Background: an optimization exercise with open tools, aiming at small area, a short achievable clock period and few clock cycles per item. Do not read the settings as production practice. RTL that was checked went through simulation tests only; none was proved equivalent to the original. Power is estimated from default activity; no workload was simulated. No driver is modelled on the clock port, so clocking that relies on it looks cheaper here than on a real chip.

==> branch ember: inputs <==
==> flow/design.v <==
package fir_pkg;
    localparam int TAPS = 64;
    localparam int DW   = 16;
    localparam int CW   = 16;
    localparam int OW   = DW + CW + $clog2(TAPS);
    localparam int IW   = $clog2(TAPS);
    typedef logic signed [DW-1:0] sample_t;
    typedef logic signed [CW-1:0] coeff_t;
    typedef logic signed [OW-1:0] acc_t;
    typedef enum logic [1:0] {
        IDLE,
        MAC,
        DONE
    } state_t;
endpackage
module fir_coeff_rom (
    input  logic [fir_pkg::IW-1:0]        idx,
    output logic signed [fir_pkg::CW-1:0] coeff
);
    always_comb begin
        case (idx)
            6'd0: coeff =  16'sd512;
            6'd1: coeff =  16'sd496;
            6'd2: coeff =  16'sd480;
            6'd3: coeff =  16'sd464;
            6'd4: coeff =  16'sd448;
            6'd5: coeff =  16'sd432;
            6'd6: coeff =  16'sd416;
            6'd7: coeff =  16'sd400;
            6'd8: coeff =  16'sd384;
            6'd9: coeff =  16'sd368;
            6'd10: coeff =  16'sd352;
            6'd11: coeff =  16'sd336;
            6'd12: coeff =  16'sd320;
            6'd13: coeff =  16'sd304;
            6'd14: coeff =  16'sd288;
            6'd15: coeff =  16'sd272;
            6'd16: coeff =  16'sd256;
            6'd17: coeff =  16'sd240;
            6'd18: coeff =  16'sd224;
            6'd19: coeff =  16'sd208;
            6'd20: coeff =  16'sd192;
            6'd21: coeff =  16'sd176;
            6'd22: coeff =  16'sd160;
            6'd23: coeff =  16'sd144;
            6'd24: coeff =  16'sd128;
            6'd25: coeff =  16'sd112;
            6'd26: coeff =  16'sd96;
            6'd27: coeff =  16'sd80;
            6'd28: coeff =  16'sd64;
            6'd29: coeff =  16'sd48;
            6'd30: coeff =  16'sd32;
            6'd31: coeff =  16'sd16;
            6'd32: coeff =  16'sd0;
            6'd33: coeff = -16'sd16;
            6'd34: coeff = -16'sd32;
            6'd35: coeff = -16'sd48;
            6'd36: coeff = -16'sd64;
            6'd37: coeff = -16'sd80;
            6'd38: coeff = -16'sd96;
            6'd39: coeff = -16'sd112;
            6'd40: coeff = -16'sd128;
            6'd41: coeff = -16'sd144;
            6'd42: coeff = -16'sd160;
            6'd43: coeff = -16'sd176;
            6'd44: coeff = -16'sd192;
            6'd45: coeff = -16'sd208;
            6'd46: coeff = -16'sd224;
            6'd47: coeff = -16'sd240;
            6'd48: coeff = -16'sd256;
            6'd49: coeff = -16'sd272;
            6'd50: coeff = -16'sd288;
            6'd51: coeff = -16'sd304;
            6'd52: coeff = -16'sd320;
            6'd53: coeff = -16'sd336;
            6'd54: coeff = -16'sd352;
            6'd55: coeff = -16'sd368;
            6'd56: coeff = -16'sd384;
            6'd57: coeff = -16'sd400;
            6'd58: coeff = -16'sd416;
            6'd59: coeff = -16'sd432;
            6'd60: coeff = -16'sd448;
            6'd61: coeff = -16'sd464;
            6'd62: coeff = -16'sd480;
            6'd63: coeff = -16'sd496;
            default: coeff = '0;
        endcase
    end
endmodule
module fir_filter (
    input  logic                          clk,
    input  logic                          rst,
    input  logic signed [fir_pkg::DW-1:0] FIR_input,
    input  logic                          input_valid,
    output logic signed [fir_pkg::OW-1:0] FIR_output,
    output logic                          output_valid
);
    localparam int DW = fir_pkg::DW;
    localparam int NL = fir_pkg::TAPS - 1;    
    localparam int AW = 26;                   
    logic signed [DW-1:0]   d [0:NL-1];
    logic [5:0]             cnt;              
    logic [AW-1:0]          as, ac;           
    logic [AW-1:0]          bs, bc;           
    logic signed [AW-1:0]   y;                
    logic [DW-1:0]          x;
    logic [DW-1:0]          od;               
    assign x  = FIR_input;
    assign od = (cnt == 6'(NL)) ? d[NL-1] : '0;
    logic [AW-1:0] xe, oe, a1, a2, a3, a4, a5, a6, a7, a8, an_s, an_c;
    assign xe = AW'({{(AW-DW){x[DW-1]}}, x});
    assign oe = AW'({{(AW-DW){od[DW-1]}}, od});
    fir_csa #(.W(AW), .CI(1)) u_a1 (.a(as), .b(ac), .c(~bs), .s(a1), .cy(a2));
    fir_csa #(.W(AW), .CI(1)) u_a2 (.a(~bc), .b(oe << 5), .c(a1), .s(a3), .cy(a4));
    fir_csa #(.W(AW), .CI(0)) u_a3 (.a(a2), .b(a3), .c(a4), .s(a5), .cy(a6));
    fir_csa #(.W(AW), .CI(0)) u_a4 (.a(a5), .b(a6), .c(xe << 5), .s(a7), .cy(a8));
    fir_csa #(.W(AW), .CI(1)) u_a5 (.a(a7), .b(a8), .c(~xe), .s(an_s), .cy(an_c));
    logic [AW-1:0] b1, b2, bn_s, bn_c;
    fir_csa #(.W(AW), .CI(1)) u_b1 (.a(bs), .b(bc), .c(~oe), .s(b1), .cy(b2));
    fir_csa #(.W(AW), .CI(0)) u_b2 (.a(b1), .b(b2), .c(xe), .s(bn_s), .cy(bn_c));
    logic [AW-1:0] ar, t_new;
    logic [4:0]    ar_up, ar_dn;
    fir_ares u_ares (.as(as), .ac(ac), .a(ar), .up(ar_up), .dn(ar_dn));
    fir_tadd u_tadd (.a(ar), .up(ar_up), .dn(ar_dn), .x(x), .t(t_new));
    always_ff @(posedge clk) begin
        y <= t_new;
        if (input_valid) begin
            d[0] <= x;
            for (int k = 1; k < NL; k++) d[k] <= d[k-1];
        end
    end
    always_ff @(posedge clk) begin
        if (rst) begin
            cnt          <= '0;
            as           <= '0;
            ac           <= '0;
            bs           <= '0;
            bc           <= '0;
            output_valid <= 1'b0;
        end else begin
            output_valid <= input_valid;
            if (input_valid) begin
                if (cnt != 6'(NL)) cnt <= cnt + 6'd1;
                as <= an_s;
                ac <= an_c;
                bs <= bn_s;
                bc <= bn_c;
            end
        end
    end
    assign FIR_output = {{(fir_pkg::OW-AW-4){y[AW-1]}}, y, 4'b0000};
endmodule
module fir_csa #(
    parameter int W  = 26,
    parameter int CI = 0
) (
    input  logic [W-1:0] a,
    input  logic [W-1:0] b,
    input  logic [W-1:0] c,
    output logic [W-1:0] s,
    output logic [W-1:0] cy
);
    assign s  = a ^ b ^ c;
    assign cy = {((a[W-2:0] & b[W-2:0]) | (a[W-2:0] & c[W-2:0]) | (b[W-2:0] & c[W-2:0])), 1'(CI)};
endmodule
module fir_ares (
    input  logic [25:0] as,
    input  logic [25:0] ac,
    output logic [25:0] a,
    output logic [4:0]  up,
    output logic [4:0]  dn
);
    assign a  = as + ac;
    assign up = a[25:21] + 5'd1;
    assign dn = a[25:21] - 5'd1;
endmodule
module fir_tadd (
    input  logic [25:0] a,
    input  logic [4:0]  up,
    input  logic [4:0]  dn,
    input  logic [15:0] x,
    output logic [25:0] t
);
    logic [16:0] lo;
    assign lo = {1'b0, a[20:5]} + {1'b0, x};
    assign t  = {(lo[16] == x[15]) ? a[25:21] : lo[16] ? up : dn, lo[15:0], a[4:0]};
endmodule
==> flow/flow/run.sh <==
#!/bin/bash
# The standard layout, with these changes to how it optimises:
#  - timing repair aims well past the required period (a setup margin),
#  - resizing may change a cell's footprint (the platform pins it otherwise),
#  - port buffers start as plain buffers instead of delay cells,
#  - the clock tree has no dummy loads.
set -euo pipefail
bash standard.sh \
  SETUP_SLACK_MARGIN=8.7 \
  MATCH_CELL_FOOTPRINT=0 \
  "BUFFER_PORTS_ARGS=-buffer_cell sky130_fd_sc_hd__buf_4" \
  "CTS_ARGS=-sink_clustering_enable -repair_clock_nets -dont_use_dummy_load -sink_clustering_size 30 -sink_clustering_max_diameter 100 -buf_list {sky130_fd_sc_hd__clkbuf_8 sky130_fd_sc_hd__clkbuf_16}" \
  finish > standard.log 2>&1
==> flow/standard.sh <==
#!/bin/bash
# synth_recipe.tcl (not shown) runs the flow's synth.tcl, then flattens the netlist and writes it again
# the make line also repeats each setting of config.mk as NAME=value (left out here)
make -C /OpenROAD-flow-scripts/flow DESIGN_CONFIG=/design/flow/config.mk WORK_HOME=/design/flow/orfs CLKGATE_MAP_FILE= SYNTH_SCRIPT=/design/flow/synth_recipe.tcl "${@:-finish}"
==> flow/config.mk <==
export PLATFORM = sky130hd
export DESIGN_NAME = fir_filter
export DESIGN_NICKNAME = fir_filter
export VERILOG_FILES = /design/flow/design.v
export SDC_FILE = /design/flow/constraint.sdc
export NUM_CORES = 4
export LEC_CHECK = 0
export ABC_CLOCK_PERIOD_IN_PS = 100
export CAP_MARGIN = 20
export CORE_MARGIN = 2
export CORE_UTILIZATION = 60
export SLEW_MARGIN = 20
export SYNTH_HIERARCHICAL = 1
export SYNTH_MINIMUM_KEEP_SIZE = 0
==> flow/constraint.sdc <==
create_clock -name core_clock -period 12.0 [get_ports {clk}]
set_input_delay 2.4000 -clock core_clock [delete_from_list [all_inputs] [get_ports {clk}]]
set_output_delay 2.4000 -clock core_clock [all_outputs]
set_load 0.01 [all_outputs]
==> branch raven: changes against branch ember <==
==> flow/design.v, changed modules only <==
module fir_ares (
    input  logic [25:0] as,
    input  logic [25:0] ac,
    output logic [25:0] a,
    output logic [4:0]  up,
    output logic [4:0]  dn
);
    logic [25:0] p, g, c;
    fir_pg #(.W(26)) u_pg (.a(as), .b(ac), .p(p), .g(g));
    fir_carry #(.W(26)) u_c (.p(p), .g(g), .c(c), .cout());
    assign a  = p ^ c;
    assign up = a[25:21] + 5'd1;
    assign dn = a[25:21] - 5'd1;
endmodule
module fir_tadd (
    input  logic [25:0] a,
    input  logic [4:0]  up,
    input  logic [4:0]  dn,
    input  logic [15:0] x,
    output logic [25:0] t
);
    logic [15:0] p, g, c;
    logic        co;
    fir_pg #(.W(16)) u_pg (.a(a[20:5]), .b(x), .p(p), .g(g));
    fir_carry #(.W(16)) u_c (.p(p), .g(g), .c(c), .cout(co));
    assign t = {(co == x[15]) ? a[25:21] : co ? up : dn, p ^ c, a[4:0]};
endmodule
module fir_pg #(
    parameter int W = 26
) (
    input  logic [W-1:0] a,
    input  logic [W-1:0] b,
    output logic [W-1:0] p,
    output logic [W-1:0] g
);
    assign p = a ^ b;
    assign g = a & b;
endmodule
module fir_carry #(
    parameter int W = 26
) (
    input  logic [W-1:0] p,
    input  logic [W-1:0] g,
    output logic [W-1:0] c,
    output logic         cout
);
    localparam int LV = $clog2(W);
    logic [(LV+1)*W-1:0] gg, pp;
    assign gg[W-1:0] = g;
    assign pp[W-1:0] = p;
    for (genvar l = 0; l < LV; l++) begin : g_lvl
        fir_ks_level #(.W(W), .D(1 << l)) u_lvl (
            .p  (pp[l*W +: W]),
            .g  (gg[l*W +: W]),
            .po (pp[(l+1)*W +: W]),
            .go (gg[(l+1)*W +: W])
        );
    end
    assign c    = {gg[(LV+1)*W-2:LV*W], 1'b0};
    assign cout = gg[(LV+1)*W-1];
endmodule
module fir_ks_level #(
    parameter int W = 26,
    parameter int D = 1
) (
    input  logic [W-1:0] p,
    input  logic [W-1:0] g,
    output logic [W-1:0] po,
    output logic [W-1:0] go
);
    assign go = {g[W-1:D] | (p[W-1:D] & g[W-1-D:0]), g[D-1:0]};
    assign po = {p[W-1:D] & p[W-1-D:0], p[D-1:0]};
endmodule
==> branch pepper: changes against branch ember <==
==> flow/design.v, changed modules only <==
module fir_filter (
    input  logic                          clk,
    input  logic                          rst,
    input  logic signed [fir_pkg::DW-1:0] FIR_input,
    input  logic                          input_valid,
    output logic signed [fir_pkg::OW-1:0] FIR_output,
    output logic                          output_valid
);
    localparam int DW   = fir_pkg::DW;
    localparam int TAPS = fir_pkg::TAPS;
    localparam int TW   = 26;                 
    localparam int SW   = 22;                 
    logic signed [DW-1:0]   d [0:TAPS-1];
    logic [6:0]             cnt;              
    logic signed [TW-1:0]   t;
    logic signed [SW-1:0]   s;
    logic                   empty;            
    logic signed [DW-1:0]   old;              
    assign empty = (cnt == 7'd0);
    assign old   = cnt[6] ? d[TAPS-1] : '0;
    logic [TW-1:0] tm, sm, om, xm, u, v, p, q, t_new;
    assign tm    = empty ? '0 : t;
    assign sm    = ~(empty ? '0 : TW'(s));
    assign om    = TW'(old) << 5;
    assign xm    = TW'(FIR_input) << 5;
    assign u     = tm ^ sm ^ om;
    assign v     = {((tm & sm) | (tm & om) | (sm & om)), 1'b1};
    assign p     = u ^ v ^ xm;
    assign q     = {((u & v) | (u & xm) | (v & xm)), 1'b0};
    assign t_new = p + q;
    logic signed [SW-1:0] b;                  
    logic [DW:0]          s_c;
    logic [SW-DW-1:0]     b_up, b_dn, s_hi;
    assign b    = empty ? '0 : s - SW'(old);
    assign b_up = b[SW-1:DW] + 1'b1;
    assign b_dn = b[SW-1:DW] - 1'b1;
    assign s_c  = {1'b0, b[DW-1:0]} + {1'b0, FIR_input};
    assign s_hi = (s_c[DW] == FIR_input[DW-1]) ? b[SW-1:DW] : s_c[DW] ? b_up : b_dn;
    always_ff @(posedge clk) begin
        if (input_valid) begin
            d[0] <= FIR_input;
            for (int k = 1; k < TAPS; k++) d[k] <= d[k-1];
            t <= t_new;
            s <= {s_hi, s_c[DW-1:0]};
        end
    end
    always_ff @(posedge clk) begin
        if (rst) begin
            cnt          <= '0;
            output_valid <= 1'b0;
        end else begin
            output_valid <= input_valid;
            if (input_valid && !cnt[6]) cnt <= cnt + 7'd1;
        end
    end
    assign FIR_output = {{(fir_pkg::OW-TW-4){t[TW-1]}}, t, 4'b0000};
endmodule
// module fir_csa removed
// module fir_ares removed
// module fir_tadd removed
==> flow/flow/run.sh (replaced) <==
#!/bin/bash
# Standard layout, with timing repair aiming well past the required period and
# a clock tree without dummy loads.
set -euo pipefail
bash standard.sh SETUP_SLACK_MARGIN=8.5 \
  "CTS_ARGS=-sink_clustering_enable -repair_clock_nets -dont_use_dummy_load -sink_clustering_size 25 -sink_clustering_max_diameter 80" \
  finish > standard.log 2>&1
Settings changed: ABC_CLOCK_PERIOD_IN_PS 100 to 1500, SYNTH_HIERARCHICAL 1 to not set, SYNTH_MINIMUM_KEEP_SIZE 0 to not set.
==> comparison <==
Of branch raven and branch pepper, branch raven has the higher die area (gap 14%, measured against branch pepper).
Of branch pepper and branch raven, branch raven has the higher register-to-register slack (gap 1600 ps).
The highest first-iteration DRC count belongs to branch pepper, the lowest to branch raven.
Of branch pepper and branch raven, branch pepper has the higher clock power (gap about 2%, measured against branch raven).
Wire length: branch ember is larger than branch pepper (about 17%).
In branch pepper the clock-buffer cell count is higher than in branch raven, by 6.
The lowest combinational power belongs to branch pepper, the highest to branch ember.
==> figures <==
item                                                           branch pepper             branch raven             branch ember
Cell depth of the worst setup path                                        20                       12                       20
Overall fraction of global-route tracks in use                         16.2%                    17.2%                    17.1%
Met3 demand-to-capacity share in global routing                        2.41%                    2.20%                    2.08%
Wire length after detailed routing                                   51.8 mm                  62.2 mm                  60.3 mm
Synth area leader                                                   edfxtp_1                        -                 edfxtp_1
Fraction of layout cells with a size suffix above 1                    16.8%                    15.4%                    17.6%
Vias per cell                                                           5.45                     5.36                     5.33
Drt wl/cell                                                          19.3 µm                  19.8 µm                  19.4 µm
Register share of total power                                          54.5%                    47.5%                    46.3%
Cell Area, Synth                                                  0.0372 mm²               0.0424 mm²               0.0416 mm²
P_leak                                                               14.5 nW                  17.5 nW                  16.3 nW
Power after layout                                                 0.00853 W                 0.0105 W                 0.0108 W
Multi-input combinational area share                                   12.6%                    19.7%                    18.8%
Clock-pin slew on the worst setup and hold paths                       90 ps                   110 ps                   100 ps
Setup slack after placement                                          5220 ps                  6530 ps                  6630 ps
Run status                                           complete, no violations  complete, no violations  complete, no violations
Testbench counts of branch raven, summed over its fixed seeds: cycles 2,408, items 2,400.
The RTL of branch ember and branch pepper was laid out without a check of its function.

-- port drivers added, routing unchanged --
No port has a modelled driver above. Below, the same layouts with a new extraction and two added sets of constraints. Step 1: set_driving_cell puts a clkbuf_16 on clk and a buf_2 on each other input, an assumption about the parent block. Step 2 adds t to the input delays and takes it off the output delays; t is the mean of the earliest and latest rising clock arrival at the registers after step 1. Input paths then give back, and output paths get back, about the clock's delay inside the block. Slacks: ideal / step 1 / step 2; pairs: ideal / step 1.
| run | shift t [ns] | slack for setup (ns) | worst setup path at the end | pins driven straight from the clock port |
|---|---|---|---|---|
| branch ember | 0.641 | 7.904 / 7.904 / 7.513 | input to register | 1 |
| branch raven | 0.658 | 8.467 / 8.405 / 7.887 | input to register | 1 |
| branch pepper | 0.660 | 6.797 / 6.798 / 6.138 | input to register | 1 |
After both steps setup and hold are still met in every run listed. For branch pepper, which loses most, drivers alone change the setup slack by +0.001 ns; drivers and shift together by -0.659 ns.
